Background: an optimization exercise with open tools, aiming at small area, a short achievable clock period and few clock cycles per item. Do not read the settings as production practice.
Where RTL was checked, it was by simulation tests only, not by an equivalence proof against the original.
Only the layout flow was run in runs 1 to 4; the RTL was not checked for function there.

==> design.v <==
package sm3Pkg;
	typedef logic [31:0] wordT;
	typedef struct packed {
		wordT a;
		wordT b;
		wordT c;
		wordT d;
		wordT e;
		wordT f;
		wordT g;
		wordT h;
	} stateT;
	localparam int numRounds = 64;
	localparam int lowRounds = 16;
	localparam wordT tLow  = 32'h79cc4519;
	localparam wordT tHigh = 32'h7a879d8a;
	function automatic wordT rotl(input wordT x, input int n);
		rotl = (x << n) | (x >> (32 - n));
	endfunction
	function automatic wordT p0(input wordT x);
		p0 = x ^ rotl(x, 9) ^ rotl(x, 17);
	endfunction
	function automatic wordT p1(input wordT x);
		p1 = x ^ rotl(x, 15) ^ rotl(x, 23);
	endfunction
	function automatic wordT add2(input wordT x, input wordT y);
		logic [31:0] p;
		logic [31:0] g;
		logic [31:0] gp;
		logic [31:0] pp;
		int          k;
		p  = x ^ y;
		g  = x & y;
		gp = g;
		pp = p;
		for (int l = 0; l < 5; l++) begin
			for (int j = 0; j < 32; j++) begin
				if (((j >> l) & 1) == 1) begin
					k = ((j >> (l + 1)) << (l + 1)) + (1 << l) - 1;
					gp[j] = gp[j] | (pp[j] & gp[k]);
					pp[j] = pp[j] & pp[k];
				end
			end
		end
		add2 = p ^ {gp[30:0], 1'b0};
	endfunction
	function automatic wordT add3(input wordT x, input wordT y, input wordT z);
		wordT s;
		wordT c;
		s = x ^ y ^ z;
		c = (x & y) | (x & z) | (y & z);
		add3 = add2(s, {c[30:0], 1'b0});
	endfunction
endpackage
module sm3RoundCtrl (
	input  logic       clk,
	input  logic       enable,
	input  logic       start,
	output logic       accept,
	output logic       high,
	output logic       lastRound,
	output logic       lowLast,
	output logic       busy,
	output logic       done
);
	logic [5:0] roundCnt;
	assign accept    = start & ~busy;
	assign lastRound = busy & (roundCnt == 6'd63);
	assign high      = roundCnt[5] | roundCnt[4];
	assign lowLast   = roundCnt == 6'd15;
	always_ff @(posedge clk or posedge enable) begin
		if (enable) begin
			busy     <= 1'b0;
			done     <= 1'b0;
			roundCnt <= '0;
		end else begin
			done <= lastRound;
			if (accept) begin
				busy     <= 1'b1;
				roundCnt <= '0;
			end else if (busy) begin
				roundCnt <= roundCnt + 1'b1;
				if (lastRound) begin
					busy <= 1'b0;
				end
			end
		end
	end
endmodule
module sm3MsgExpand (
	input  logic          clk,
	input  logic          accept,
	input  logic [511:0]  block,
	output sm3Pkg::wordT  wNext,
	output sm3Pkg::wordT  wNextPrime
);
	logic [511:0] window;
	sm3Pkg::wordT mix;
	sm3Pkg::wordT nextWord;
	always_comb begin
		mix      = window[511:480] ^ window[287:256] ^ sm3Pkg::rotl(window[95:64], 15);
		nextWord = sm3Pkg::p1(mix) ^ sm3Pkg::rotl(window[415:384], 7) ^ window[191:160];
	end
	always_ff @(posedge clk) begin
		if (accept) begin
			window <= block;
		end else begin
			window <= {window[479:0], nextWord};
		end
	end
	assign wNext      = window[479:448];
	assign wNextPrime = window[479:448] ^ window[351:320];
endmodule
module sm3RoundState (
	input  logic              clk,
	input  logic              enable,
	input  logic              accept,
	input  logic              high,
	input  logic              lastRound,
	input  logic              lowLast,
	input  sm3Pkg::stateT     chainIn,
	input  logic [511:0]      block,
	input  sm3Pkg::wordT      wNext,
	input  sm3Pkg::wordT      wNextPrime,
	output sm3Pkg::stateT     chainOut
);
	sm3Pkg::stateT st;
	sm3Pkg::stateT savedChain;
	sm3Pkg::stateT nextSt;
	sm3Pkg::stateT finalSt;
	sm3Pkg::wordT tj;
	sm3Pkg::wordT a12;
	sm3Pkg::wordT ss1;
	sm3Pkg::wordT ss2;
	sm3Pkg::wordT ffv;
	sm3Pkg::wordT ggv;
	sm3Pkg::wordT x1;
	sm3Pkg::wordT x2;
	sm3Pkg::wordT tt1;
	sm3Pkg::wordT tt2;
	sm3Pkg::wordT dIn;
	sm3Pkg::wordT dW;
	sm3Pkg::wordT hIn;
	sm3Pkg::wordT hW;
	always_comb begin
		a12 = sm3Pkg::rotl(st.a, 12);
		ss1 = sm3Pkg::rotl(sm3Pkg::add3(a12, st.e, tj), 7);
		ss2 = ss1 ^ a12;
		if (high) begin
			ffv = (st.a & st.b) | (st.a & st.c) | (st.b & st.c);
			ggv = (st.e & st.f) | (~st.e & st.g);
		end else begin
			ffv = st.a ^ st.b ^ st.c;
			ggv = st.e ^ st.f ^ st.g;
		end
		x1  = sm3Pkg::add2(ffv, st.d);
		x2  = sm3Pkg::add2(ggv, st.h);
		tt1 = sm3Pkg::add2(x1, ss2);
		tt2 = sm3Pkg::add2(x2, ss1);
	end
	always_comb begin
		if (accept) begin
			dIn = chainIn.d;
			dW  = block[511:480] ^ block[383:352];
			hIn = chainIn.h;
			hW  = block[511:480];
		end else begin
			dIn = st.c;
			dW  = wNextPrime;
			hIn = st.g;
			hW  = wNext;
		end
	end
	always_comb begin
		nextSt.a = tt1;
		nextSt.b = st.a;
		nextSt.c = sm3Pkg::rotl(st.b, 9);
		nextSt.d = sm3Pkg::add2(dIn, dW);
		nextSt.e = sm3Pkg::p0(tt2);
		nextSt.f = st.e;
		nextSt.g = sm3Pkg::rotl(st.f, 19);
		nextSt.h = sm3Pkg::add2(hIn, hW);
	end
	always_comb begin
		finalSt   = nextSt;
		finalSt.d = st.c;
		finalSt.h = st.g;
	end
	always_ff @(posedge clk) begin
		if (accept) begin
			st.a <= chainIn.a;
			st.b <= chainIn.b;
			st.c <= chainIn.c;
			st.e <= chainIn.e;
			st.f <= chainIn.f;
			st.g <= chainIn.g;
			tj   <= sm3Pkg::tLow;
		end else begin
			st.a <= nextSt.a;
			st.b <= nextSt.b;
			st.c <= nextSt.c;
			st.e <= nextSt.e;
			st.f <= nextSt.f;
			st.g <= nextSt.g;
			if (lowLast) begin
				tj <= sm3Pkg::rotl(sm3Pkg::tHigh, 16);
			end else begin
				tj <= sm3Pkg::rotl(tj, 1);
			end
		end
		st.d <= nextSt.d;
		st.h <= nextSt.h;
	end
	always_ff @(posedge clk) begin
		if (accept) begin
			savedChain <= chainIn;
		end
	end
	always_ff @(posedge clk or posedge enable) begin
		if (enable) begin
			chainOut <= '0;
		end else if (lastRound) begin
			chainOut <= finalSt ^ savedChain;
		end
	end
endmodule
module sm3Compress (
	input  logic          clk,
	input  logic          enable,
	input  logic          start,
	input  logic [255:0]  chainIn,
	input  logic [511:0]  block,
	output logic [255:0]  chainOut,
	output logic          busy,
	output logic          done
);
	logic         accept;
	logic         high;
	logic         lastRound;
	logic         lowLast;
	sm3Pkg::wordT wNext;
	sm3Pkg::wordT wNextPrime;
	sm3RoundCtrl u_ctrl (
		.clk       (clk),
		.enable    (enable),
		.start     (start),
		.accept    (accept),
		.high      (high),
		.lastRound (lastRound),
		.lowLast   (lowLast),
		.busy      (busy),
		.done      (done)
	);
	sm3MsgExpand u_expand (
		.clk        (clk),
		.accept     (accept),
		.block      (block),
		.wNext      (wNext),
		.wNextPrime (wNextPrime)
	);
	sm3RoundState u_round (
		.clk        (clk),
		.enable     (enable),
		.accept     (accept),
		.high       (high),
		.lastRound  (lastRound),
		.lowLast    (lowLast),
		.chainIn    (chainIn),
		.block      (block),
		.wNext      (wNext),
		.wNextPrime (wNextPrime),
		.chainOut   (chainOut)
	);
endmodule
==> flow/run.sh <==
#!/bin/bash
set -e
export BUFFER_PORTS_ARGS="-buffer_cell sky130_fd_sc_hd__buf_1"
sed -e 's/SETUP_SLACK_MARGIN=[0-9.]*/SETUP_SLACK_MARGIN=6.5/' standard.sh > standard_tight.sh
bash standard_tight.sh > standard.log 2>&1
==> standard.sh <==
#!/bin/bash
# synth_recipe.tcl (not shown) runs the flow's synth.tcl, then flattens the netlist and writes it again
# the make line also repeats each setting of config.mk as NAME=value (left out here)
make -C /OpenROAD-flow-scripts/flow DESIGN_CONFIG=/design/flow/config.mk WORK_HOME=/design/flow/orfs CLKGATE_MAP_FILE= SYNTH_SCRIPT=/design/flow/synth_recipe.tcl "${@:-finish}"
==> config.mk <==
export PLATFORM = sky130hd
export DESIGN_NAME = sm3Compress
export DESIGN_NICKNAME = sm3Compress
export VERILOG_FILES = /design/flow/design.v
export SDC_FILE = /design/flow/constraint.sdc
export NUM_CORES = 4
export LEC_CHECK = 0
export CAP_MARGIN = 20
export CORE_MARGIN = 2
export CORE_UTILIZATION = 40
export PLACE_DENSITY = 0.6
export SETUP_SLACK_MARGIN = 5
export SLEW_MARGIN = 20
==> constraint.sdc <==
create_clock -name core_clock -period 10.0 [get_ports {clk}]
set_input_delay 2.0000 -clock core_clock [delete_from_list [all_inputs] [get_ports {clk}]]
set_output_delay 2.0000 -clock core_clock [all_outputs]
set_load 0.01 [all_outputs]
==> run summary, run 1 <==
Slew Limit Fails: 0
# rows: 141
detailed-route wire length per cell: 27.4 um
clk latency of the worst-skew pair: 0.77 ns
Hold-fix buffers, CTS: 0
layout cells sized above 1: 14.1%
Setup CP Type: reg -> reg
I/O Buffers: 1,028
GPL Wtd Cong: 0.963
worst-margin pin slew: 1.15 ns
Final period util: 61.1%
DP Cell Count: 9,263
Worst setup EP type: flop
via count: 51,300
core area: 0.148 mm2
GR met1 Demand/Resource: 43.3%
DIE AREA: 0.152 mm2
Post-Route WL: 271 mm
Most used DFF post-synth: dfxtp_1
post-synthesis cell area: 0.0595 mm2
initial antenna violation count: 45
starting density of the core: 40.3%
fmax: 164 MHz
Final Hold Vio Count: 0
IO Pins: 1,029
critical path arrival: 6.69 ns
Initial DRC Count: 4,626
relative slew slack: 23.2%
final setup violating endpoints: 0
finished layout cell area: 0.0779 mm2
#FFs+latches synth: 1,320
CP dominant cell by count: buf_6
Post-synth EDFFs: 256
Yosys top cell by area: dfxtp_1
gr busiest metal: met2
setup tns final: 0 ns
number of global-route vias before repair: 49,200
register area share after synthesis: 51.0%
largest net degree at the start of global routing: 223
Async S/R FF share, synth: 20.0%
met3 Track Usage GR: 6.20%
DRC violations left: 0
gr ovfl total: 0
crit-path max cell delay: 0.69 ns
startpoint types: flop
Max Cap Viol: 0
global-route wire length before repair: 366 mm
Longest Clk Path Bufs: 3
dpl cell area: 0.0656 mm2
GR Layer Usage met2: 56.6%
Mapped Cells: 6,526
clk_skew: 0.0269 ns
Synth top area share: 26.9%
Unique masters post-synth: 75
root buf cell: clkbuf_16
Syn Nets: 7,605
post-DP HPWL: 199 mm
Pre-antenna DRT Iters: 5
Final Critical Period: 6.11 ns
synth warn: 3
RSZ-0062 raised after global routing: true
chip width: 390 um
area delta synth->final: 31.0%
CTS tree: done
synth top area cells: dfxtp_1 (27%), nand2_1 (16%), edfxtp_1 (13%)
Avg Inst Size Synth: 9.11 um2
die height: 390 um
slowest stage cell, crit path: dfxtp_1
clk slew on worst S/H paths: 0.07 ns
worst hold path type: reg -> reg
crit path max fanout: 5
Final #Nets: 8,876
Num CTS Buffers: 147
Sink Count: 1,320
htree depth: 4
outcome: complete, no violations
Post-Layout Cell Count: 9,877
ANT nets after route: 0
Total GRT Usage: 34.4%
hold_ws: 0.419 ns
Required @ worst endpoint: 10.58 ns
via density per instance: 5.19
-- state kept, by name, indices dropped and copies added (netlist names) --
| signal | count |
|---|---|
| u_round.savedChain | 256 |
| u_ctrl.done | 1 |
| u_round.chainOut | 256 |
| u_round.st | 256 |
| u_round.tj | 32 |
| u_ctrl.busy | 1 |
| u_ctrl.roundCnt | 6 |
| u_expand.window | 512 |
-- repair_timing --
| action | 4_1_cts | 5_1_grt |
|---|---|---|
| resized for setup | 594 | 266 |
| endpoints found under the setup margin | 854 | 272 |
| pin swaps | 267 | 239 |
| buffers inserted | 191 | 85 |
| cloned | 36 | 3 |
-- path summary, 6_finish.rpt --
check	endpoint	cells after the start	startpoint	slack, ns
max in group asynchronous	u_round.chainOut[140]$_DFFE_PP0P_	4	enable	6.94
hold / removal	u_expand.window[458]$_DFF_P_	2	u_expand.window[426]$_DFF_P_	0.42
min in group asynchronous	u_round.chainOut[43]$_DFFE_PP0P_	2	enable	1.35
setup reg to reg	u_round.chainOut[102]$_DFFE_PP0P_	26	u_round.st[226]$_DFF_P_	3.89
hold reg to reg	u_expand.window[458]$_DFF_P_	2	u_expand.window[426]$_DFF_P_	0.42
setup / recovery	u_round.chainOut[102]$_DFFE_PP0P_	26	u_round.st[226]$_DFF_P_	3.89
-- Yosys cell counts (all sizes together), types with 4 or more instances --
cell,count
a21oi,137
nor3,61
nand4,17
o21bai,15
a21o,60
a31o,5
nand2,2543
and3,15
xnor2,593
a221oi,4
nor2b,50
edfxtp,256
a21boi,4
dfxtp,800
o21a,36
nor2,190
nand3,18
a211oi,37
ha,211
a311oi,7
o21ai,417
fa,97
o31ai,7
xor2,173
o211ai,8
or3,11
and2,8
nand2b,20
clkbuf,256
a31oi,32
mux2i,15
buf,7
dfrtp,264
inv,105
-- per-stage QoR --
step / utilization, % / setup slack (ns)
after CTS: 51.3 / 4.03
after global routing: 52.7 / 3.64
after floorplan: - / 4.38
after detailed placement: 44.4 / 2.99
after global placement: 44.4 / 3.06
final: 52.8 / 3.89
-- metal layers --
| layer | wire, um | up-vias |
|---|---|---|
| li1 | - | 23700 |
| met1 | 107000 | 24700 |
| met2 | 128000 | 2288 |
| met3 | 20000 | 540 |
| met4 | 16200 | 20 |
| met5 | 124 | - |
-- cells by family after synthesis --
family	Yosys count	share of synthesized area [%]
adder cells (fa/ha/maj)	308	7.70
multiplexers	17	0.290
XOR/XNOR	771	11.5
flip-flops	1320	51.0
AND/OR/NAND/NOR	2947	19.4
buffers and inverters	369	2.33
AO/OA/AOI/OAI	794	7.84
-- final cells by class --
class,count,area (um2)
timing repair inverter,5,90.1
timing repair buffer,1373,7920
inverter,106,434
clock buffer,217,4330
antenna,29,72.6
multi-input combinational,4844,31600
tap,1930,2410
clock inverter,53,686
fill,13600,69800
sequential,1320,30400
-- cells in the final DEF (no fill, tap or decap), drive strengths merged, types with 4 or more instances in the layout --
| master | Yosys | routed |
|---|---|---|
| or3 | 11 | 12 |
| o211ai | 8 | 8 |
| bufinv | 0 | 12 |
| a21oi | 137 | 137 |
| o21bai | 15 | 15 |
| buf | 7 | 1352 |
| xnor2 | 593 | 593 |
| clkinv | 1 | 36 |
| diode | 0 | 29 |
| clkbuf | 256 | 219 |
| inv | 105 | 111 |
| nor3 | 61 | 61 |
| nand2b | 20 | 21 |
| a311oi | 7 | 7 |
| and3 | 15 | 15 |
| nand3 | 18 | 18 |
| clkinvlp | 0 | 5 |
| o21ai | 417 | 417 |
| nor2 | 190 | 190 |
| edfxtp | 256 | 256 |
| a21boi | 4 | 4 |
| dfxtp | 800 | 800 |
| nand2 | 2543 | 2543 |
| or2 | 3 | 8 |
| nor2b | 50 | 50 |
| a31oi | 32 | 32 |
| and2 | 8 | 8 |
| a211oi | 37 | 37 |
| nand4 | 17 | 17 |
| bufbuf | 0 | 19 |
| o21a | 36 | 36 |
| fa | 97 | 97 |
| a31o | 5 | 5 |
| ha | 211 | 211 |
| xor2 | 173 | 173 |
| dfrtp | 264 | 264 |
| mux2i | 15 | 15 |
| a221oi | 4 | 4 |
| o31ai | 7 | 7 |
| a21o | 60 | 60 |
-- critical path, delay by kind of cell, from the launching register on --
family / cells / cell delay [ns]
compound gates: 11 / 2.35
xor+xnor: 5 / 0.78
fa+ha+maj: 3 / 1.18
buf+inv: 4 / 0.54
flops: 1 / 0.69
simple gates: 3 / 0.38
==> run 2, diff against run 1 <==
--- a/design.v
+++ b/design.v
@@ -67,6 +67,12 @@
 	assign accept    = start & ~busy;
 	assign lastRound = busy & (roundCnt == 6'd63);
-	assign high      = roundCnt[5] | roundCnt[4];
 	assign lowLast   = roundCnt == 6'd15;
+	always_ff @(posedge clk) begin
+		if (accept) begin
+			high <= 1'b0;
+		end else if (lowLast) begin
+			high <= 1'b1;
+		end
+	end
 	always_ff @(posedge clk or posedge enable) begin
 		if (enable) begin
==> flow/run.sh (replaced) <==
#!/bin/bash
set -e
export BUFFER_PORTS_ARGS="-buffer_cell sky130_fd_sc_hd__buf_1"
bash standard.sh > standard.log 2>&1
==> run 2 against run 1 <==
  * Sequential share of layout area is 2.0 points higher
  * First-iteration DRC count is 13% lower
  * Die area is 0.38% higher
  * Non-clock buffer count fell by 182
  * Clock-buffer cell count decreased by 1
  * Clock skew rose by 0.0012 ns
  * Final cell count fell by 2.5%
  * Cell area decreased by 4.8%
==> run summary, run 2 <==
outcome: complete, no violations (unchanged)
Final #Nets: 8,639 (was 8,876)
RSZ-0062 raised after global routing: true (unchanged)
Final Critical Period: 6.17 ns (was 6.11 ns)
startpoint types: flop (unchanged)
I/O Buffers: 1,028 (unchanged)
Slew Limit Fails: 0 (unchanged)
crit path max fanout: 4 (was 5)
core area: 0.148 mm2 (about the same)
FF-to-FF Start: u_round.st[104]$_DFF_P_ (was u_round.st[226]$_DFF_P_)
largest net degree at the start of global routing: 175 (was 223)
adder and majority cell fraction of the synthesized area: 7.67% (was 7.70%)
synth warn: 3 (unchanged)
Hold EP: u_expand.window[472]$_DFF_P_ (was u_expand.window[458]$_DFF_P_)
Max Cap Viol: 0 (unchanged)
finished layout cell area: 0.0741 mm2 (was 0.0779 mm2)
Num CTS Buffers: 149 (was 147)
Initial DRC Count: 4,039 (was 4,626)
Final period util: 61.7% (was 61.1%)
Largest register FFs: 512 (unchanged)
ANT nets after route: 0 (unchanged)
Pre-antenna DRT Iters: 5 (unchanged)
Most used DFF post-synth: dfxtp_1 (unchanged)
clk_skew: 0.0281 ns (was 0.0269 ns)
hold_ws: 0.415 ns (was 0.419 ns)
initial antenna violation count: 28 (was 45)
R2R Setup Slk: 3.83 ns (was 3.89 ns)
worst-margin pin slew: 1.09 ns (was 1.15 ns)
Async S/R FF share, synth: 20.0% (about the same)
gr ovfl total: 0 (unchanged)
main combinational cell family by area after synthesis: simple AND/OR/NAND/NOR gates (unchanged)
Worst setup EP type: flop (unchanged)
Sink Count: 1,321 (was 1,320)
critical path arrival: 6.80 ns (was 6.69 ns)
Final Hold Vio Count: 0 (unchanged)
clk latency of the worst-skew pair: 0.80 ns (was 0.77 ns)
synth top area cells: dfxtp_1 (27%), nand2_1 (15%), edfxtp_1 (13%) (was dfxtp_1 (27%), nand2_1 (16%), edfxtp_1 (13%))
detailed-route wire length per cell: 27.1 um (was 27.4 um)
chip width: 390 um (about the same)
WHS Path Cells: 2 (unchanged)
Post-Route WL: 261 mm (was 271 mm)
layout cells sized above 1: 9.83% (was 14.1%)
starting density of the core: 40.3% (about the same)
via count: 49,900 (was 51,300)
CTS tree: done (unchanged)
post-DP HPWL: 201 mm (was 199 mm)
worst r2r path cells: 26 (unchanged)
#FFs+latches synth: 1,321 (was 1,320)
Post-synth EDFFs: 256 (unchanged)
Biggest register: u_expand.window (unchanged)
area delta synth->final: 24.2% (was 31.0%)
final setup violating endpoints: 0 (unchanged)
Hold Path Origin: u_expand.window[440]$_DFF_P_ (was u_expand.window[426]$_DFF_P_)
number of global-route vias before repair: 48,300 (was 49,200)
global-route wire length before repair: 354 mm (was 366 mm)
Yosys top cell by area: dfxtp_1 (unchanged)
Total GRT Usage: 33.1% (was 34.4%)
Longest Clk Path Bufs: 3 (unchanged)
cell with the most instances after synthesis: nand2_1 (unchanged)
DRC violations left: 0 (unchanged)
most common cell after layout, fill and taps aside: nand2_1 (unchanged)
Unique masters post-synth: 68 (was 75)
top cells by count, synth: nand2_1 (2,456), dfxtp_1 (801), xnor2_1 (565), o21ai_0 (422), dfrtp_1 (264) (was nand2_1 (2,543), dfxtp_1 (800), xnor2_1 (592), o21ai_0 (397), dfrtp_1 (264))
Filler cells: 14,100 (was 13,600)
Synth top area share: 26.9% (about the same)
die height: 390 um (about the same)
Reg2Reg Capture Point: u_round.chainOut[240]$_DFFE_PP0P_ (was u_round.chainOut[102]$_DFFE_PP0P_)
worst hold path type: reg -> reg (unchanged)
DIE AREA: 0.152 mm2 (about the same)
register area share after synthesis: 50.8% (was 51.0%)
Syn Nets: 7,548 (was 7,605)
Setup CP Type: reg -> reg (unchanged)
via density per instance: 5.18 (was 5.19)
Required @ worst endpoint: 10.63 ns (was 10.58 ns)
GPL Wtd Cong: 0.952 (was 0.963)
Simple-Gate Fraction of Synth Area: 18.9% (was 19.4%)
setup tns final: 0 ns (unchanged)
commonest non-fill, non-tap cells in the layout: nand2_1 (2,448), buf_1 (1,027), dfxtp_1 (755), xnor2_1 (507), o21ai_0 (354) (was nand2_1 (2,485), buf_1 (1,025), dfxtp_1 (758), xnor2_1 (491), o21ai_0 (328))
post-synthesis cell area: 0.0597 mm2 (was 0.0595 mm2)
post-synthesis compound-gate area fraction: 7.82% (was 7.84%)
clk slew on worst S/H paths: 0.06 ns (was 0.07 ns)
root buf cell: clkbuf_16 (unchanged)
htree depth: 4 (unchanged)
XOR/XNOR Fraction of Synth Area: 11.7% (was 11.5%)
IO Pins: 1,029 (unchanged)
fmax: 162 MHz (was 164 MHz)
Mapped Cells: 6,469 (was 6,526)
# rows: 141 (unchanged)
mux contribution to synthesized area: 0.865% (was 0.290%)
relative slew slack: 27.2% (was 23.2%)
dpl cell area: 0.0659 mm2 (was 0.0656 mm2)
Avg Inst Size Synth: 9.23 um2 (was 9.11 um2)
[run 2: cell count changes in the layout (fill, tap and decap cells not counted), sizes merged, moves of 13 or more]
cell and change:
buf -173, bufbuf -13, mux2 +35, nand2 -87, xnor2 -28, xnor3 +16
[run 2: what timing repair did]
item,in CTS,in global routing
hold buffers,0,0
resized for setup,270,119
hold endpoints to repair,0,0
buffers inserted,75,35
cloned,10,7
endpoints found under the setup margin,174,132
pin swaps,83,72
[run 2: routing by layer]
metal	share of wire (%)	global-route usage, %	wire [um]	up-vias
met3	6.6	5.45	17300	466
met4	5.7	16.7	15000	8
li1	-	-	-	23200
met5	0.014	0	37	-
met2	47	54.7	123000	2098
met1	40	42.0	106000	24200
[run 2: worst max-delay path by stage]
stage	from	endpoint	slack (ns)	cells past startpoint
6_report	u_round.st[104]$_DFF_P_	u_round.chainOut[240]$_DFFE_PP0P_	3.83	26
5_1_grt	u_round.st[104]$_DFF_P_	u_round.chainOut[243]$_DFFE_PP0P_	3.69	27
4_1_cts	u_round.st[104]$_DFF_P_	u_round.chainOut[254]$_DFFE_PP0P_	3.89	27
3_5_place_dp	start	u_round.st[30]$_DFF_P_	2.94	16
3_3_place_gp	start	u_round.st[30]$_DFF_P_	3.00	16
2_1_floorplan	u_ctrl.high$_SDFFE_PP0P_	u_round.chainOut[112]$_DFFE_PP0P_	4.43	28
[run 2: critical path, cell delays in order, from the launching register on]
cell,delay [ns]
dfxtp_4,0.40
clkinvlp_4,0.17
fa_1,0.53
inv_2,0.05
ha_4,0.26
nand4_1,0.11
or3_1,0.34
a211oi_2,0.25
o211ai_1,0.19
a21oi_2,0.21
o21ai_2,0.11
o221ai_4,0.26
o31ai_2,0.09
xnor2_1,0.21
buf_4,0.17
xor2_4,0.19
ha_4,0.23
a21o_1,0.18
or3_4,0.35
o21ai_4,0.17
a31oi_4,0.11
o21a_4,0.24
or2_4,0.23
a21o_1,0.18
fa_2,0.56
xnor2_2,0.11
o21ai_1,0.07
[run 2: metrics by stage]
step                instances  utilization (%)  setup slack, ns
floorplan                6469                -             4.43
global placement         9212             44.5             3.00
detailed placement       9212             44.5             2.94
CTS                      9569             49.3             3.89
global route             9621             50.1             3.69
finish                   9632             50.1             3.83
[run 2: area by class of cell]
cell class	instances	area (um2)	area share, %
diodes	21	52.6	0.0709
clock buffers	216	4260	5.75
clock inverters	56	689	0.930
inverters	107	435	0.587
multi-input cells	4787	30100	40.6
flip-flops and latches	1321	30400	41.1
well taps	1930	2410	3.26
repair buffers	1191	5680	7.66
repair inverters	3	42.5	0.0574
[run 2: kinds of logic (layout without fill, tap and decap cells)]
| family | after synthesis | after routing |
|---|---|---|
| xor+xnor | 763 | 763 |
| other cells | 0 | 21 |
| compound gates | 798 | 798 |
| simple gates | 2869 | 2871 |
| mux | 47 | 47 |
| buf+inv | 363 | 1573 |
| fa+ha+maj | 308 | 308 |
| flops | 1321 | 1321 |
==> run 3, diff against run 2 <==
--- a/config.mk
+++ b/config.mk
@@ -6,4 +6,5 @@
 export NUM_CORES = 4
 export LEC_CHECK = 0
+export ABC_AREA = 1
 export CAP_MARGIN = 20
 export CORE_MARGIN = 2
==> run 3 against run 2 <==
  * Still clean
  * Synthesized cell count is 12% higher
  * First-iteration DRC count is 13% higher
  * Clock skew is 0.0054 ns higher
  * Setup slack better by 0.97 ns
  * Critical path type unchanged
==> run summary, run 3 <==
DIE AREA: 0.156 mm2 (was 0.152 mm2)
Unique masters post-synth: 55 (was 68)
Final Hold Vio Count: 0 (unchanged)
top cells by count, synth: nand2_1 (2,776), dfxtp_1 (801), inv_1 (571), o21ai_0 (481), xnor2_1 (312) (was nand2_1 (2,456), dfxtp_1 (801), xnor2_1 (565), o21ai_0 (422), dfrtp_1 (264))
detailed-route wire length per cell: 25.8 um (was 27.1 um)
dpl cell area: 0.0670 mm2 (was 0.0659 mm2)
htree depth: 4 (unchanged)
crit-path max cell delay: 0.68 ns (was 0.56 ns)
setup tns final: 0 ns (unchanged)
largest net degree at the start of global routing: 227 (was 175)
number of global-route vias before repair: 51,000 (was 48,300)
post-synthesis cell area: 0.0612 mm2 (was 0.0597 mm2)
Post-synth EDFFs: 256 (unchanged)
Avg Inst Size Synth: 8.45 um2 (was 9.23 um2)
Filler cells: 14,500 (was 14,100)
Required @ worst endpoint: 10.65 ns (was 10.63 ns)
Pre-antenna DRT Iters: 6 (was 5)
register area share after synthesis: 49.5% (was 50.8%)
chip width: 395 um (was 390 um)
Setup CP Type: reg -> reg (unchanged)
gr ovfl total: 0 (unchanged)
RSZ-0062 raised after global routing: true (unchanged)
IO Pins: 1,029 (unchanged)
Max Cap Viol: 0 (unchanged)
finished layout cell area: 0.0774 mm2 (was 0.0741 mm2)
critical path arrival: 5.84 ns (was 6.80 ns)
I/O Buffers: 1,028 (unchanged)
layout cells sized above 1: 12.4% (was 9.83%)
clk slew on worst S/H paths: 0.06 ns (about the same)
Mapped Cells: 7,244 (was 6,469)
Total GRT Usage: 33.6% (was 33.1%)
die height: 395 um (was 390 um)
Worst setup EP type: flop (unchanged)
GPL Wtd Cong: 0.971 (was 0.952)
Yosys top cell by area: dfxtp_1 (unchanged)
initial antenna violation count: 63 (was 28)
met3 Track Usage GR: 5.17% (was 5.45%)
Initial DRC Count: 4,573 (was 4,039)
Post-Route WL: 272 mm (was 261 mm)
gr busiest metal: met2 (unchanged)
Biggest register: u_expand.window (unchanged)
Longest Clk Path Bufs: 3 (unchanged)
Async S/R FF share, synth: 20.0% (unchanged)
relative slew slack: 17.0% (was 27.2%)
Hold-fix buffers, CTS: 0 (unchanged)
most common cell after layout, fill and taps aside: nand2_1 (unchanged)
ANT nets after route: 0 (unchanged)
post-DP HPWL: 210 mm (was 201 mm)
starting density of the core: 40.3% (about the same)
Slew Limit Fails: 0 (unchanged)
synth warn: 3 (unchanged)
Final #Nets: 9,441 (was 8,639)
global-route wire length before repair: 370 mm (was 354 mm)
GR met1 Demand/Resource: 41.9% (was 42.0%)
via count: 53,700 (was 49,900)
CP dominant cell by count: nand2_4
#FFs+latches synth: 1,321 (unchanged)
area delta synth->final: 26.4% (was 24.2%)
via density per instance: 5.08 (was 5.18)
outcome: complete, no violations (unchanged)
clk_skew: 0.0335 ns (was 0.0281 ns)
Most used DFF post-synth: dfxtp_1 (unchanged)
startpoint types: flop (unchanged)
Synth top area share: 26.2% (was 26.9%)
DRC violations left: 0 (unchanged)
GR Layer Usage met2: 56.6% (was 54.7%)
Final period util: 52.0% (was 61.7%)
CTS tree: done (unchanged)
cell with the most instances after synthesis: nand2_1 (unchanged)
Num CTS Buffers: 150 (was 149)
root buf cell: clkbuf_16 (unchanged)
clk latency of the worst-skew pair: 0.81 ns (was 0.80 ns)
synth top area cells: dfxtp_1 (26%), nand2_1 (17%), edfxtp_1 (13%) (was dfxtp_1 (27%), nand2_1 (15%), edfxtp_1 (13%))
crit path max fanout: 6 (was 4)
Final Critical Period: 5.20 ns (was 6.17 ns)
worst hold path type: reg -> reg (unchanged)
fmax: 192 MHz (was 162 MHz)
Largest register FFs: 512 (unchanged)
final setup violating endpoints: 0 (unchanged)
worst-margin pin slew: 1.25 ns (was 1.09 ns)
# rows: 143 (was 141)
Syn Nets: 8,323 (was 7,548)
commonest non-fill, non-tap cells in the layout: nand2_1 (2,612), buf_1 (1,027), dfxtp_1 (741), inv_1 (528), o21ai_0 (438) (was nand2_1 (2,448), buf_1 (1,027), dfxtp_1 (755), xnor2_1 (507), o21ai_0 (354))
slowest stage cell, crit path: fa_2 (unchanged)
Sink Count: 1,321 (unchanged)
core area: 0.152 mm2 (was 0.148 mm2)
-- run 3: cell count changes after synthesis, moves of 50 or more --
cell / before / now
buf_2: 0 / 54
clkbuf_1: 250 / 167
inv_1: 106 / 571
nand2_1: 2456 / 2776
nand3_1: 22 / 234
nor3_1: 64 / 14
o21ai_0: 422 / 481
xnor2_1: 565 / 312
xor2_1: 178 / 300
-- run 3: logic make-up after synthesis --
group,Yosys count,share of synthesized area [%]
compound gates,795,7.00
xor+xnor,618,8.93
fa+ha+maj,308,7.48
buf+inv,829,5.21
flops,1321,49.5
mux,2,0.0327
simple gates,3371,21.8
-- run 3: through the flow --
step	util (%)	cells	setup slack [ns]	hold slack, ns
finish	50.9	10600	4.80	0.412
global route	50.9	10500	4.66	0.430
CTS	48.8	10400	4.86	0.414
detailed placement	44.1	10100	2.92	0.409
global placement	44.1	10100	2.94	0.406
floorplan	-	7244	4.52	0.403
-- run 3: path summary, 6_finish.rpt --
check | endpoint | depth (start not counted) | slack [ns] | start
worst max-delay path | u_round.chainOut[97]$_DFFE_PP0P_ | 35 | 4.80 | u_round.st[248]$_DFF_P_
worst max register to register | u_round.chainOut[97]$_DFFE_PP0P_ | 35 | 4.80 | u_round.st[248]$_DFF_P_
worst min register to register | u_expand.window[330]$_DFF_P_ | 2 | 0.41 | u_expand.window[298]$_DFF_P_
max in group asynchronous | u_round.chainOut[145]$_DFFE_PP0P_ | 4 | 7.27 | enable
worst min-delay path | u_expand.window[330]$_DFF_P_ | 2 | 0.41 | u_expand.window[298]$_DFF_P_
min in group asynchronous | u_round.chainOut[118]$_DFFE_PP0P_ | 3 | 1.38 | enable
-- run 3: per-layer routing --
metal	share of wire, %	up-vias
met4	5.7	8
met1	39	25600
met2	48	2357
met3	6.8	549
met5	0.022	-
li1	-	25100
-- run 3: layout make-up --
cell class / instances / area (um2) / area share [%]
diodes: 40 / 100 / 0.129
clock buffers: 215 / 4270 / 5.52
clock inverters: 65 / 915 / 1.18
inverters: 578 / 2250 / 2.90
multi-input cells: 5097 / 30900 / 40.0
flip-flops and latches: 1321 / 30500 / 39.4
well taps: 2030 / 2540 / 3.28
repair buffers: 1210 / 5860 / 7.57
repair inverters: 4 / 35.0 / 0.0453
-- run 3: worst max-delay path: cells and delay by family, from the launching register on --
family,cells,cell delay (ns)
compound gates,1,0.07
fa+ha+maj,4,1.73
xor+xnor,3,0.46
flops,1,0.41
buf+inv,4,0.42
simple gates,23,1.90
-- run 3: repair_timing --
action                                  in CTS  in global routing
pin swaps                                   50                196
endpoints found under the setup margin     165                142
gates resized for setup                    284                588
cloned                                      12                  1
setup buffers                               75                 69
==> run 4, diff against run 3 <==
--- a/config.mk
+++ b/config.mk
@@ -9,6 +9,6 @@
 export CAP_MARGIN = 20
 export CORE_MARGIN = 2
-export CORE_UTILIZATION = 40
-export PLACE_DENSITY = 0.6
+export CORE_UTILIZATION = 60
+export PLACE_DENSITY = 0.7
 export SETUP_SLACK_MARGIN = 5
 export SLEW_MARGIN = 20
==> run 4 against run 3 <==
  * Highest routed layer unchanged
  * Critical endpoint is now u_round.st[252]$_DFF_P_
  * Hold slack better by 0.012 ns
  * Register-to-register slack better by 0.08 ns
  * Via count is 4.8% higher
  * Setup slack better by 0.077 ns
  * First-iteration DRC count is 59% higher
  * Clock skew is 0.0052 ns lower
  * Routed wire length is 4.6% lower
  * Die area is 33% lower
  * Sequential cell count stayed put
==> run summary, run 4 <==
synth warn: 3 (unchanged)
IO Pins: 1,029 (unchanged)
Final Critical Period: 5.12 ns (was 5.20 ns)
layout cells sized above 1: 10.4% (was 12.4%)
most common cell after layout, fill and taps aside: nand2_1 (unchanged)
global-route wire length before repair: 350 mm (was 370 mm)
post-synthesis cell area: 0.0612 mm2 (unchanged)
largest net degree at the start of global routing: 197 (was 227)
Final Hold Vio Count: 0 (unchanged)
# rows: 117 (was 143)
Mapped Cells: 7,244 (unchanged)
Required @ worst endpoint: 10.63 ns (was 10.65 ns)
CP Cell Sequence: fa_1 > ha_4 > nand2_1 > inv_1 > a21oi_2 > nand2_2 > buf_4 > fa_1 > xor2_1 > xor2_1 > inv_1 > ha_1 > a21oi_2 > o21ai_1 > a21oi_2 > o21ai_2 > inv_2 > buf_12 > nand2_4 > nand2_1 > nand3_2 > a31oi_2
CP dominant cell by count: a21oi_2 (was nand2_4)
clk_skew: 0.0283 ns (was 0.0335 ns)
commonest non-fill, non-tap cells in the layout: nand2_1 (2,676), buf_1 (1,027), dfxtp_1 (732), inv_1 (539), o21ai_0 (446) (was nand2_1 (2,612), buf_1 (1,027), dfxtp_1 (741), inv_1 (528), o21ai_0 (438))
Setup CP Type: reg -> reg (unchanged)
register area share after synthesis: 49.5% (unchanged)
hold_ws: 0.424 ns (was 0.412 ns)
fmax: 195 MHz (was 192 MHz)
crit-path max cell delay: 0.84 ns (was 0.68 ns)
Post-Route WL: 260 mm (was 272 mm)
chip width: 323 um (was 395 um)
initial antenna violation count: 53 (was 63)
critical path arrival: 5.75 ns (was 5.84 ns)
core area: 0.101 mm2 (was 0.152 mm2)
R2R Setup Slk: 4.88 ns (was 4.80 ns)
Total GRT Usage: 47.6% (was 33.6%)
Num CTS Buffers: 137 (was 150)
pre-CTS setup slack: 3.41 ns (was 2.92 ns)
dpl cell area: 0.0661 mm2 (was 0.0670 mm2)
Avg Inst Size Synth: 8.45 um2 (unchanged)
Most used DFF post-synth: dfxtp_1 (unchanged)
Max Cap Viol: 0 (unchanged)
crit path max fanout: 6 (unchanged)
#FFs+latches synth: 1,321 (unchanged)
synth top area cells: dfxtp_1 (26%), nand2_1 (17%), edfxtp_1 (13%) (unchanged)
final core occ: 73.2% (was 50.9%)
Sink Count: 1,321 (unchanged)
detailed-route wire length per cell: 26.4 um (was 25.8 um)
slowest stage cell, crit path: xor2_1 (was fa_2)
Async S/R FF share, synth: 20.0% (unchanged)
Pre-antenna DRT Iters: 8 (was 6)
gr ovfl total: 0 (unchanged)
root buf cell: clkbuf_16 (unchanged)
top cells by count, synth: nand2_1 (2,776), dfxtp_1 (801), inv_1 (571), o21ai_0 (481), xnor2_1 (312) (unchanged)
worst r2r path cells: 22 (was 35)
Longest Clk Path Bufs: 3 (unchanged)
worst hold path type: reg -> reg (unchanged)
Unique masters post-synth: 55 (unchanged)
RSZ-0062 raised after global routing: true (unchanged)
ANT nets after route: 0 (unchanged)
setup tns final: 0 ns (unchanged)
Largest register FFs: 512 (unchanged)
I/O Buffers: 1,028 (unchanged)
GPL Wtd Cong: 1.07 (was 0.971)
relative slew slack: 11.7% (was 17.0%)
final worst slack: 4.88 ns (was 4.80 ns)
DP Cell Count: 9,424 (was 10,100)
outcome: complete, no violations (unchanged)
Hold-fix buffers, CTS: 0 (unchanged)
Initial DRC Count: 7,252 (was 4,573)
clk latency of the worst-skew pair: 0.77 ns (was 0.81 ns)
post-DP HPWL: 196 mm (was 210 mm)
via count: 56,200 (was 53,700)
Syn Nets: 8,323 (unchanged)
starting density of the core: 60.3% (was 40.3%)
htree depth: 4 (unchanged)
worst-margin pin slew: 1.31 ns (was 1.25 ns)
Final period util: 51.2% (was 52.0%)
WHS Path Cells: 2 (unchanged)
Final #Nets: 9,395 (was 9,441)
die height: 323 um (was 395 um)
Post-synth EDFFs: 256 (unchanged)
Slew Limit Fails: 0 (unchanged)
number of global-route vias before repair: 52,300 (was 51,000)
cell with the most instances after synthesis: nand2_1 (unchanged)
Worst setup EP type: flop (unchanged)
DRC violations left: 0 (unchanged)
CTS tree: done (unchanged)
via density per instance: 5.72 (was 5.08)
clk slew on worst S/H paths: 0.06 ns (about the same)
Post-Layout Cell Count: 9,832 (was 10,600)
startpoint types: flop (unchanged)
finished layout cell area: 0.0743 mm2 (was 0.0774 mm2)
area delta synth->final: 21.3% (was 26.4%)
final setup violating endpoints: 0 (unchanged)
DIE AREA: 0.105 mm2 (was 0.156 mm2)
Synth top area share: 26.2% (unchanged)
Biggest register: u_expand.window (unchanged)
Yosys top cell by area: dfxtp_1 (unchanged)
==> run 4: cell count changes in the layout (fill, tap and decap cells not counted), sizes merged, moves of 3 or more <==
cell,previous run,this run
buf,1203,1175
clkbuf,216,197
bufinv,17,8
clkinv,38,34
diode,40,36
bufbuf,6,3
==> run 4: final cells by class <==
type | instances | area, um2
clock buffer | 195 | 3930
sequential | 1321 | 30500
timing repair inverter | 2 | 17.5
inverter | 578 | 2230
fill | 7759 | 27200
antenna | 36 | 90.1
clock inverter | 56 | 553
timing repair buffer | 1180 | 5340
tap | 1368 | 1710
multi-input combinational | 5096 | 29900
==> run 4: path summary, 6_finish.rpt <==
| path | startpoint | endpoint |
|---|---|---|
| max | u_round.st[251]$_DFF_P_ | u_round.st[252]$_DFF_P_ |
| min | u_expand.window[37]$_DFF_P_ | u_expand.window[69]$_DFF_P_ |
| max reg2reg | u_round.st[251]$_DFF_P_ | u_round.st[252]$_DFF_P_ |
| min reg2reg | u_expand.window[37]$_DFF_P_ | u_expand.window[69]$_DFF_P_ |
| max in group asynchronous | enable | u_round.chainOut[70]$_DFFE_PP0P_ |
| min in group asynchronous | enable | u_round.chainOut[103]$_DFFE_PP0P_ |
==> run 4: kinds of logic (layout without fill, tap and decap cells) <==
logic type      Yosys count  after routing  synth area share, %
simple gates           3371           3373                 21.8
flops                  1321           1321                 49.5
buf+inv                 829           2011                 5.21
compound gates          795            795                 7.00
xor+xnor                618            618                 8.93
fa+ha+maj               308            308                 7.48
mux                       2              2               0.0327
other cells               0             36                    0
==> run 4: metal layers <==
layer / global-route usage, % / part of all wire, % / vias to the layer above
met5: 0 / 0.055 / -
met1: 56.3 / 35 / 26400
met3: 12.6 / 12 / 1053
met4: 39.6 / 10 / 22
met2: 72.5 / 44 / 3775
li1: - / - / 25000
==> run 4: worst max-delay path, delay by kind of cell, from the launching register on <==
family / cells / cell delay (ns)
flops: 1 / 0.43
fa+ha+maj: 4 / 1.40
buf+inv: 5 / 0.56
compound gates: 6 / 1.08
simple gates: 5 / 0.50
xor+xnor: 2 / 1.03
==> run 4: what timing repair did <==
item / 4_1_cts / 5_1_grt
pin swaps: 46 / 134
setup endpoints to repair: 154 / 140
buffers inserted: 50 / 62
endpoints found under the hold margin: 0 / 0
resized for setup: 231 / 386
gates cloned: 7 / 2
==> run 5, diff against run 4 <==
--- a/design.v
+++ b/design.v
@@ -44,4 +44,25 @@
 		end
 		add2 = p ^ {gp[30:0], 1'b0};
+	endfunction
+	function automatic wordT add2x(input wordT x, input wordT y, input wordT v);
+		logic [31:0] p;
+		logic [31:0] g;
+		logic [31:0] gp;
+		logic [31:0] pp;
+		int          k;
+		p  = x ^ y;
+		g  = x & y;
+		gp = g;
+		pp = p;
+		for (int l = 0; l < 5; l++) begin
+			for (int j = 0; j < 32; j++) begin
+				if (((j >> l) & 1) == 1) begin
+					k = ((j >> (l + 1)) << (l + 1)) + (1 << l) - 1;
+					gp[j] = gp[j] | (pp[j] & gp[k]);
+					pp[j] = pp[j] & pp[k];
+				end
+			end
+		end
+		add2x = (p ^ v) ^ {gp[30:0], 1'b0};
 	endfunction
 	function automatic wordT add3(input wordT x, input wordT y, input wordT z);
@@ -189,7 +210,9 @@
 	end
 	always_comb begin
-		finalSt   = nextSt;
-		finalSt.d = st.c;
-		finalSt.h = st.g;
+		finalSt   = nextSt ^ savedChain;
+		finalSt.a = sm3Pkg::add2x(x1, ss2, savedChain.a);
+		finalSt.d = st.c ^ savedChain.d;
+		finalSt.e = (tt2 ^ sm3Pkg::rotl(tt2, 9)) ^ (sm3Pkg::rotl(tt2, 17) ^ savedChain.e);
+		finalSt.h = st.g ^ savedChain.h;
 	end
 	always_ff @(posedge clk) begin
@@ -227,5 +250,5 @@
 			chainOut <= '0;
 		end else if (lastRound) begin
-			chainOut <= finalSt ^ savedChain;
+			chainOut <= finalSt;
 		end
 	end
--- a/config.mk
+++ b/config.mk
@@ -9,6 +9,6 @@
 export CAP_MARGIN = 20
 export CORE_MARGIN = 2
-export CORE_UTILIZATION = 60
-export PLACE_DENSITY = 0.7
+export CORE_UTILIZATION = 40
+export PLACE_DENSITY = 0.6
 export SETUP_SLACK_MARGIN = 5
 export SLEW_MARGIN = 20
==> run 5 against run 4 <==
  * Still clean
  * Area after synthesis increased by 1.1%
  * Sequential share of layout area decreased by 1.4 points
  * Cell area increased by 3.4%
  * Routed wire length increased by 5.7%
  * Critical path depth increased by 13
  * Final cell count increased by 8.2%
  * Critical path type unchanged
==> run summary, run 5 <==
gr ovfl total: 0 (unchanged)
hold_ws: 0.423 ns (was 0.424 ns)
Simple-Gate Fraction of Synth Area: 22.7% (was 21.8%)
Longest Clk Path Bufs: 3 (unchanged)
relative slew slack: 28.9% (was 11.7%)
layout cells sized above 1: 11.3% (was 10.4%)
largest net degree at the start of global routing: 148 (was 197)
Final period util: 50.4% (was 51.2%)
XOR/XNOR Fraction of Synth Area: 8.93% (about the same)
Post-synth EDFFs: 256 (unchanged)
Most used DFF post-synth: dfxtp_1 (unchanged)
Mapped Cells: 7,367 (was 7,244)
synth warn: 3 (unchanged)
clk latency of the worst-skew pair: 0.77 ns (about the same)
Final #Nets: 9,541 (was 9,395)
CP dominant cell by count: nand2_2 (was a21oi_2)
register area share after synthesis: 49.0% (was 49.5%)
area delta synth->final: 24.0% (was 21.3%)
ANT nets after route: 0 (unchanged)
fmax: 198 MHz (was 195 MHz)
crit path max fanout: 4 (was 6)
detailed-route wire length per cell: 25.8 um (was 26.4 um)
Synth top area share: 25.9% (was 26.2%)
R2R Setup Slk: 4.96 ns (was 4.88 ns)
Worst setup EP type: flop (unchanged)
DRC violations left: 0 (unchanged)
RSZ-0062 raised after global routing: true (unchanged)
setup tns final: 0 ns (unchanged)
outcome: complete, no violations (unchanged)
# rows: 144 (was 117)
Required @ worst endpoint: 10.69 ns (was 10.63 ns)
main combinational cell family by area after synthesis: simple AND/OR/NAND/NOR gates (unchanged)
worst hold path type: reg -> reg (unchanged)
FF-to-FF Start: u_round.st[100]$_DFF_P_ (was u_round.st[251]$_DFF_P_)
post-synthesis cell area: 0.0619 mm2 (was 0.0612 mm2)
synth top area cells: dfxtp_1 (26%), nand2_1 (17%), edfxtp_1 (12%) (was dfxtp_1 (26%), nand2_1 (17%), edfxtp_1 (13%))
CP endpoint: u_round.chainOut[105]$_DFFE_PP0P_ (was u_round.st[252]$_DFF_P_)
Biggest register: u_expand.window (unchanged)
Unique masters post-synth: 63 (was 55)
Sink Count: 1,321 (unchanged)
Hold-fix buffers, CTS: 0 (unchanged)
Slew Limit Fails: 0 (unchanged)
Avg Inst Size Synth: 8.40 um2 (was 8.45 um2)
Initial DRC Count: 4,603 (was 7,252)
clk slew on worst S/H paths: 0.06 ns (about the same)
Critical Path Start: u_round.st[100]$_DFF_P_ (was u_round.st[251]$_DFF_P_)
Async S/R FF share, synth: 20.0% (unchanged)
Total GRT Usage: 33.4% (was 47.6%)
clk_skew: 0.0364 ns (was 0.0283 ns)
Reg2Reg Capture Point: u_round.chainOut[105]$_DFFE_PP0P_ (was u_round.st[252]$_DFF_P_)
post-DP HPWL: 213 mm (was 196 mm)
chip width: 397 um (was 323 um)
IO Pins: 1,029 (unchanged)
htree depth: 4 (unchanged)
Final Hold Vio Count: 0 (unchanged)
Final Critical Period: 5.04 ns (was 5.12 ns)
mux contribution to synthesized area: 0.0323% (was 0.0327%)
core area: 0.154 mm2 (was 0.101 mm2)
Filler cells: 15,000 (was 7,759)
via count: 54,400 (was 56,200)
startpoint types: flop (unchanged)
DIE AREA: 0.158 mm2 (was 0.105 mm2)
Pre-antenna DRT Iters: 8 (unchanged)
Setup CP Type: reg -> reg (unchanged)
initial antenna violation count: 36 (was 53)
via density per instance: 5.12 (was 5.72)
Post-Route WL: 274 mm (was 260 mm)
#FFs+latches synth: 1,321 (unchanged)
number of global-route vias before repair: 51,400 (was 52,300)
I/O Buffers: 1,028 (unchanged)
Num CTS Buffers: 148 (was 137)
dpl cell area: 0.0677 mm2 (was 0.0661 mm2)
CTS tree: done (unchanged)
Largest register FFs: 512 (unchanged)
final setup violating endpoints: 0 (unchanged)
Syn Nets: 8,447 (was 8,323)
final core occ: 49.9% (was 73.2%)
starting density of the core: 40.2% (was 60.3%)
Yosys top cell by area: dfxtp_1 (unchanged)
die height: 397 um (was 323 um)
worst-margin pin slew: 1.07 ns (was 1.31 ns)
cell with the most instances after synthesis: nand2_1 (unchanged)
root buf cell: clkbuf_16 (unchanged)
finished layout cell area: 0.0768 mm2 (was 0.0743 mm2)
post-synthesis compound-gate area fraction: 6.97% (was 7.00%)
most common cell after layout, fill and taps aside: nand2_1 (unchanged)
global-route wire length before repair: 372 mm (was 350 mm)
GPL Wtd Cong: 0.995 (was 1.07)
critical path arrival: 5.73 ns (was 5.75 ns)
crit-path max cell delay: 0.55 ns (was 0.84 ns)
adder and majority cell fraction of the synthesized area: 7.42% (was 7.48%)
top cells by count, synth: nand2_1 (2,849), dfxtp_1 (801), inv_1 (542), o21ai_0 (414) (was nand2_1 (2,776), dfxtp_1 (801), inv_1 (571), o21ai_0 (481), xnor2_1 (312))
slowest stage cell, crit path: fa_1 (was xor2_1)
commonest non-fill, non-tap cells in the layout: nand2_1 (2,746), buf_1 (1,027), dfxtp_1 (744), inv_1 (507), o21ai_0 (392) (was nand2_1 (2,676), buf_1 (1,027), dfxtp_1 (732), inv_1 (539), o21ai_0 (446))
worst r2r path cells: 35 (was 22)
Max Cap Viol: 0 (unchanged)
-- run 5: cell types whose count changed after synthesis, sizes merged, moves of 23 or more --
cell	previous run	this run
nand2	2793	2885
o21ai	491	424
a21oi	170	214
nand3	236	274
clkbuf	167	207
inv	578	555
buf	84	46
-- run 5: worst min path at each step --
stage,from,to,slack (ns),depth (start not counted)
after floorplan,u_expand.window[96]$_DFF_P_,u_expand.window[128]$_DFF_P_,0.40,2
after global placement,u_expand.window[17]$_DFF_P_,u_expand.window[49]$_DFF_P_,0.41,2
after detailed placement,u_expand.window[107]$_DFF_P_,u_expand.window[139]$_DFF_P_,0.41,2
after CTS,u_expand.window[423]$_DFF_P_,u_expand.window[455]$_DFF_P_,0.42,2
after global routing,u_expand.window[420]$_DFF_P_,u_expand.window[452]$_DFF_P_,0.44,2
final,u_expand.window[423]$_DFF_P_,u_expand.window[455]$_DFF_P_,0.42,2
-- run 5: per-layer routing --
metal | wire [um] | GRT usage, % | vias up
li1 | - | - | 25400
met5 | 205 | 0 | -
met1 | 107000 | 41.2 | 26000
met4 | 16100 | 17.0 | 30
met2 | 131000 | 56.1 | 2397
met3 | 20200 | 5.53 | 526
-- run 5: layout make-up --
type	instances	area [um2]	share of cell area, %
multi-input cells	5240	30900	40.2
clock buffers	219	4390	5.72
repair inverters	2	17.5	0.0228
repair buffers	1193	5680	7.40
inverters	555	2190	2.85
diodes	13	32.5	0.0424
clock inverters	48	547	0.712
well taps	2044	2560	3.33
flip-flops and latches	1321	30500	39.7
-- run 5: kinds of logic (layout without fill, tap and decap cells) --
group | count (synthesis) | count (layout)
simple gates | 3515 | 3517
flops | 1321 | 1321
buf+inv | 808 | 2017
compound gates | 785 | 785
xor+xnor | 627 | 627
fa+ha+maj | 309 | 309
mux | 2 | 2
other cells | 0 | 13
-- run 5: critical path, delay by kind of cell (launching register included) --
kind / cells / cell delay, ns
adder cells (fa/ha/maj): 4 / 1.42
buffers and inverters: 5 / 0.33
XOR/XNOR: 1 / 0.18
flip-flops: 1 / 0.42
AND/OR/NAND/NOR: 24 / 2.41
AO/OA/AOI/OAI: 1 / 0.19
-- run 5: repair_timing --
item / CTS / global route
resized for setup: 255 / 406
gates cloned: 11 / 5
pin swaps: 48 / 152
setup endpoints to repair: 158 / 136
buffers inserted: 49 / 67
-- run 5: per-stage QoR --
stage	cells	setup WS (ns)
final	10600	4.96
after floorplan	7367	4.52
after global placement	10200	3.29
after global routing	10600	4.75
after CTS	10600	5.00
after detailed placement	10200	3.29
Testbench counts of run 5, summed over its fixed seeds: cycles 12,488, blocks 192.
==> run 6, diff against run 5 <==
--- a/config.mk
+++ b/config.mk
@@ -9,6 +9,6 @@
 export CAP_MARGIN = 20
 export CORE_MARGIN = 2
-export CORE_UTILIZATION = 40
-export PLACE_DENSITY = 0.6
+export CORE_UTILIZATION = 70
+export PLACE_DENSITY = 0.8
 export SETUP_SLACK_MARGIN = 5
 export SLEW_MARGIN = 20
==> run 6 against run 5 <==
  * The run now fails in 5_1_grt
  * Synthesized cell count stayed put
  * Area after synthesis is the same
==> run summary, run 6 <==
synth warn: 3 (unchanged)
error msg: [ERROR GRT-0232] Routing congestion too high. Check the congestion heatmap in the GUI.
Synth top area share: 25.9% (unchanged)
Mapped Cells: 7,367 (unchanged)
Worst EP kind: register input
Yosys top cell by area: dfxtp_1 (unchanged)
IO Pins: 1,029 (unchanged)
post-DP HPWL: 197 mm (was 213 mm)
Hold-fix buffers, CTS: 0 (unchanged)
Num CTS Buffers: 134 (was 148)
Unique masters post-synth: 63 (unchanged)
Avg Inst Size Synth: 8.40 um2 (unchanged)
die height: 301 um (was 397 um)
synth top area cells: dfxtp_1 (26%), nand2_1 (17%), edfxtp_1 (12%) (unchanged)
cell with the most instances after synthesis: nand2_1 (unchanged)
I/O Buffers: 1,028 (unchanged)
Stopped at: 5_1_grt
#FFs+latches synth: 1,321 (unchanged)
outcome: did not finish (was complete, no violations)
Most used DFF post-synth: dfxtp_1 (unchanged)
GPL Wtd Cong: 1.18 (was 0.995)
# rows: 109 (was 144)
chip width: 301 um (was 397 um)
top cells by count, synth: nand2_1 (2,849), dfxtp_1 (801), inv_1 (542), o21ai_0 (414) (unchanged)
Sink Count: 1,321 (unchanged)
Longest Clk Path Bufs: 3 (unchanged)
htree depth: 4 (unchanged)
starting density of the core: 70.4% (was 40.2%)
Post-synth EDFFs: 256 (unchanged)
register area share after synthesis: 49.0% (unchanged)
post-GRT worst EP: u_round.chainOut[241]$_DFFE_PP0P_/D
Async S/R FF share, synth: 20.0% (unchanged)
Syn Nets: 8,447 (unchanged)
pre-CTS setup slack: 3.09 ns (was 3.29 ns)
gr ovfl total: 135
post-synthesis cell area: 0.0619 mm2 (unchanged)
largest net degree at the start of global routing: 207
Total GRT Usage: 75.3%
root buf cell: clkbuf_16 (unchanged)
-- run 6: per-layer routing --
metal	GRT overflow	global-route usage (%)
met4	50	77.2
met3	8	56.6
met2	72	92.1
met5	0	33.1
met1	5	76.1
-- run 6: what timing repair did --
action                                  4_1_cts
resized for setup                           264
pin swaps                                    57
hold endpoints to repair                      0
buffers inserted                             71
endpoints found under the setup margin      170
cloned                                       10
-- run 6: worst min path at each step --
stage | to | slack [ns] | depth (start not counted)
after CTS | u_expand.window[190]$_DFF_P_ | 0.42 | 2
after global placement | u_expand.window[270]$_DFF_P_ | 0.41 | 2
after detailed placement | u_expand.window[190]$_DFF_P_ | 0.41 | 2
after floorplan | u_expand.window[128]$_DFF_P_ | 0.40 | 2
-- run 6: cells by family after synthesis --
logic type / after synthesis / synth area share (%)
and+or+nand+nor: 3515 / 22.7
buffers and inverters: 808 / 4.97
xor gates and xnor gates: 627 / 8.93
adders and majority gates: 309 / 7.42
AOI/OAI and AO/OA: 785 / 6.97
muxes: 2 / 0.0323
DFF: 1321 / 49.0
-- run 6: stage by stage --
| stage | instances | instance area [um2] | util (%) |
|---|---|---|---|
| detailed placement | 9339 | 66500 | 75.7 |
| global placement | 9339 | 66500 | 75.7 |
| floorplan | 7367 | 62000 | - |
| CTS | 9660 | 72600 | 82.5 |
==> run 7, diff against run 6 <==
==> flow/run.sh (replaced) <==
#!/bin/bash
set -e
export BUFFER_PORTS_ARGS="-buffer_cell sky130_fd_sc_hd__buf_1"
sed -e 's/SETUP_SLACK_MARGIN=[0-9.]*/SETUP_SLACK_MARGIN=6/' standard.sh > standard_tight.sh
bash standard_tight.sh > standard.log 2>&1
--- a/config.mk
+++ b/config.mk
@@ -9,6 +9,6 @@
 export CAP_MARGIN = 20
 export CORE_MARGIN = 2
-export CORE_UTILIZATION = 70
-export PLACE_DENSITY = 0.8
+export CORE_UTILIZATION = 60
+export PLACE_DENSITY = 0.7
 export SETUP_SLACK_MARGIN = 5
 export SLEW_MARGIN = 20
==> run 7 against run 6 <==
  * Now clean on timing, DRC and antenna
  * Synthesized cell count did not move
  * Area after synthesis did not move
==> run summary, run 7 <==
layout cells sized above 1: 17.7%
Initial DRC Count: 8,585
chip width: 325 um (was 301 um)
top cells by count, synth: nand2_1 (2,849), dfxtp_1 (801), inv_1 (542), o21ai_0 (414) (unchanged)
Largest register FFs: 512
cell with the most instances after synthesis: nand2_1 (unchanged)
Max Cap Viol: 0
FF-to-FF Start: u_round.st[229]$_DFF_P_
Most used DFF post-synth: dfxtp_1 (unchanged)
# rows: 117 (was 109)
Synth top area share: 25.9% (unchanged)
Filler cells: 6,685
Worst setup EP type: flop
post-synthesis cell area: 0.0619 mm2 (unchanged)
area delta synth->final: 30.0%
finished layout cell area: 0.0805 mm2
Async S/R FF share, synth: 20.0% (unchanged)
RSZ-0062 raised after global routing: true
commonest non-fill, non-tap cells in the layout: nand2_1 (2,610), buf_1 (1,027), dfxtp_1 (738), inv_1 (476), o21ai_0 (357)
crit path max fanout: 4
Biggest register: u_expand.window
startpoint types: flop
Required @ worst endpoint: 10.64 ns
via density per instance: 5.96
DIE AREA: 0.106 mm2
Slew Limit Fails: 0
Post-synth EDFFs: 256 (unchanged)
crit-path max cell delay: 0.58 ns
#FFs+latches synth: 1,321 (unchanged)
clk latency of the worst-skew pair: 0.80 ns
Mapped Cells: 7,367 (unchanged)
Final Critical Period: 5.60 ns
gr ovfl total: 0
Setup CP Type: reg -> reg
global-route wire length before repair: 372 mm
Avg Inst Size Synth: 8.40 um2 (unchanged)
initial antenna violation count: 43
via count: 60,400
post-DP HPWL: 191 mm (was 197 mm)
synth warn: 3 (unchanged)
most common cell after layout, fill and taps aside: nand2_1
Post-Route WL: 278 mm
detailed-route wire length per cell: 27.4 um
Crit path max-delay family: simple AND/OR/NAND/NOR gates
Final Hold Vio Count: 0
relative slew slack: 17.5%
CTS tree: done
fmax: 179 MHz
clk slew on worst S/H paths: 0.07 ns
Total GRT Usage: 48.7%
Num CTS Buffers: 138 (was 134)
register area share after synthesis: 49.0% (unchanged)
dpl cell area: 0.0673 mm2 (was 0.0665 mm2)
final setup violating endpoints: 0
I/O Buffers: 1,028 (unchanged)
Pre-antenna DRT Iters: 12
Unique masters post-synth: 63 (unchanged)
root buf cell: clkbuf_16 (unchanged)
outcome: complete, no violations (was did not finish)
ANT nets after route: 0
synth top area cells: dfxtp_1 (26%), nand2_1 (17%), edfxtp_1 (12%) (unchanged)
largest net degree at the start of global routing: 223
DRC violations left: 0
worst hold path type: reg -> reg
Sink Count: 1,321 (unchanged)
GPL Wtd Cong: 1.02 (was 1.18)
Hold Path Origin: u_expand.window[132]$_DFF_P_
Longest Clk Path Bufs: 3 (unchanged)
clk_skew: 0.0323 ns
CP dominant cell by count: nand2_2
core area: 0.102 mm2
hold_ws: 0.422 ns
Critical Path Start: u_round.st[229]$_DFF_P_
htree depth: 4 (unchanged)
IO Pins: 1,029 (unchanged)
slowest stage cell, crit path: dfxtp_2
critical path arrival: 6.24 ns
Syn Nets: 8,447 (unchanged)
starting density of the core: 60.7% (was 70.4%)
buffers plus inverters on the worst setup path: 10
worst-margin pin slew: 1.24 ns
number of global-route vias before repair: 56,200
Final #Nets: 9,697
Final period util: 56.0%
setup tns final: 0 ns
die height: 325 um (was 301 um)
Yosys top cell by area: dfxtp_1 (unchanged)
==> run 7: layer usage <==
layer | part of all wire, % | wire, um | GRT usage [%]
met1 | 33 | 91700 | 57.6
met2 | 43 | 121000 | 74.9
met3 | 12 | 33900 | 12.1
met4 | 11 | 31400 | 40.7
met5 | 0.049 | 137 | 0
==> run 7: final cells by class <==
class                           count  area (um2)  share of cell area (%)
Antenna cell                       30        75.1                  0.0932
Tap cell                         1368        1710                    2.13
Timing Repair inverter              8         140                   0.174
Multi-Input combinational cell   5239       33600                    41.8
Sequential cell                  1321       30500                    37.9
Clock inverter                     76         798                   0.992
Timing Repair Buffer             1354        7600                    9.44
Clock buffer                      180        3830                    4.76
Inverter                          555        2230                    2.77
==> run 7: what timing repair did <==
item / CTS / global route
endpoints found under the setup margin: 463 / 168
pin swaps: 212 / 276
setup buffers: 185 / 99
hold buffers: 0 / 0
gates resized for setup: 712 / 556
gates cloned: 24 / 3
==> run 7: through the flow <==
stage	setup WS [ns]	instances	utilization (%)
2_1_floorplan	4.52	7367	-
3_3_place_gp	3.73	9534	66.0
3_5_place_dp	3.67	9534	66.0
4_1_cts	5.10	9999	75.6
5_1_grt	4.44	10100	78.9
6_report	4.40	10100	78.9
==> run 7: path summary, 6_finish.rpt <==
kind / endpoint / slack, ns / depth (start not counted)
setup / recovery: u_round.st[107]$_DFF_P_ / 4.40 / 33
hold / removal: u_expand.window[164]$_DFF_P_ / 0.42 / 2
setup reg to reg: u_round.st[107]$_DFF_P_ / 4.40 / 33
hold reg to reg: u_expand.window[164]$_DFF_P_ / 0.42 / 2
max in group asynchronous: u_round.chainOut[14]$_DFFE_PP0P_ / 6.90 / 4
min in group asynchronous: u_round.chainOut[102]$_DFFE_PP0P_ / 1.24 / 2
==> run 7: cell families after synthesis <==
kind of cell,after synthesis,share of synthesized area [%]
simple gates,3515,22.7
mux,2,0.0323
flops,1321,49.0
buf+inv,808,4.97
compound gates,785,6.97
xor+xnor,627,8.93
fa+ha+maj,309,7.42
==> run 7: worst reg2reg max path, delay by kind of cell, from the launching register on <==
| kind | cells | cell delay [ns] |
|---|---|---|
| AND/OR/NAND/NOR | 15 | 1.79 |
| AO/OA/AOI/OAI | 5 | 0.89 |
| adder cells (fa/ha/maj) | 3 | 1.25 |
| flip-flops | 1 | 0.58 |
| buffers and inverters | 10 | 0.96 |

[afterwards: timing with drivers on the ports]
In the flow no input, the clock included, has a driving cell. The finished layouts below were timed again as built, in two steps.
Step 1 assumes that a clkbuf_16 drives the clock port and a buf_2 every other input.
Step 2, shift: input delay + t, output delay - t, t = (earliest + latest rising clock arrival at the registers) / 2. This alone moves slack from input paths to output paths.
a / b / c = ideal ports / drivers / drivers and shift; a / b = the first two.
run | shift t [ns] | setup WS [ns] | clock arrival spread, ns
run 1 | 0.833 | 3.891 / 3.891 / 3.891 | 0.028 / 0.028
run 2 | 0.865 | 3.833 / 3.833 / 3.833 | 0.034 / 0.034
run 3 | 0.878 | 4.801 / 4.801 / 4.314 | 0.035 / 0.036
run 4 | 0.841 | 4.878 / 4.878 / 4.301 | 0.032 / 0.032
run 5 | 0.833 | 4.960 / 4.960 / 4.350 | 0.038 / 0.037
run 7 | 0.869 | 4.398 / 4.398 / 4.398 | 0.032 / 0.032
After both steps every run listed still meets setup and hold. The setup slack of run 5, which loses most, moves by 0.000 ns with the drivers and by -0.610 ns with both steps.
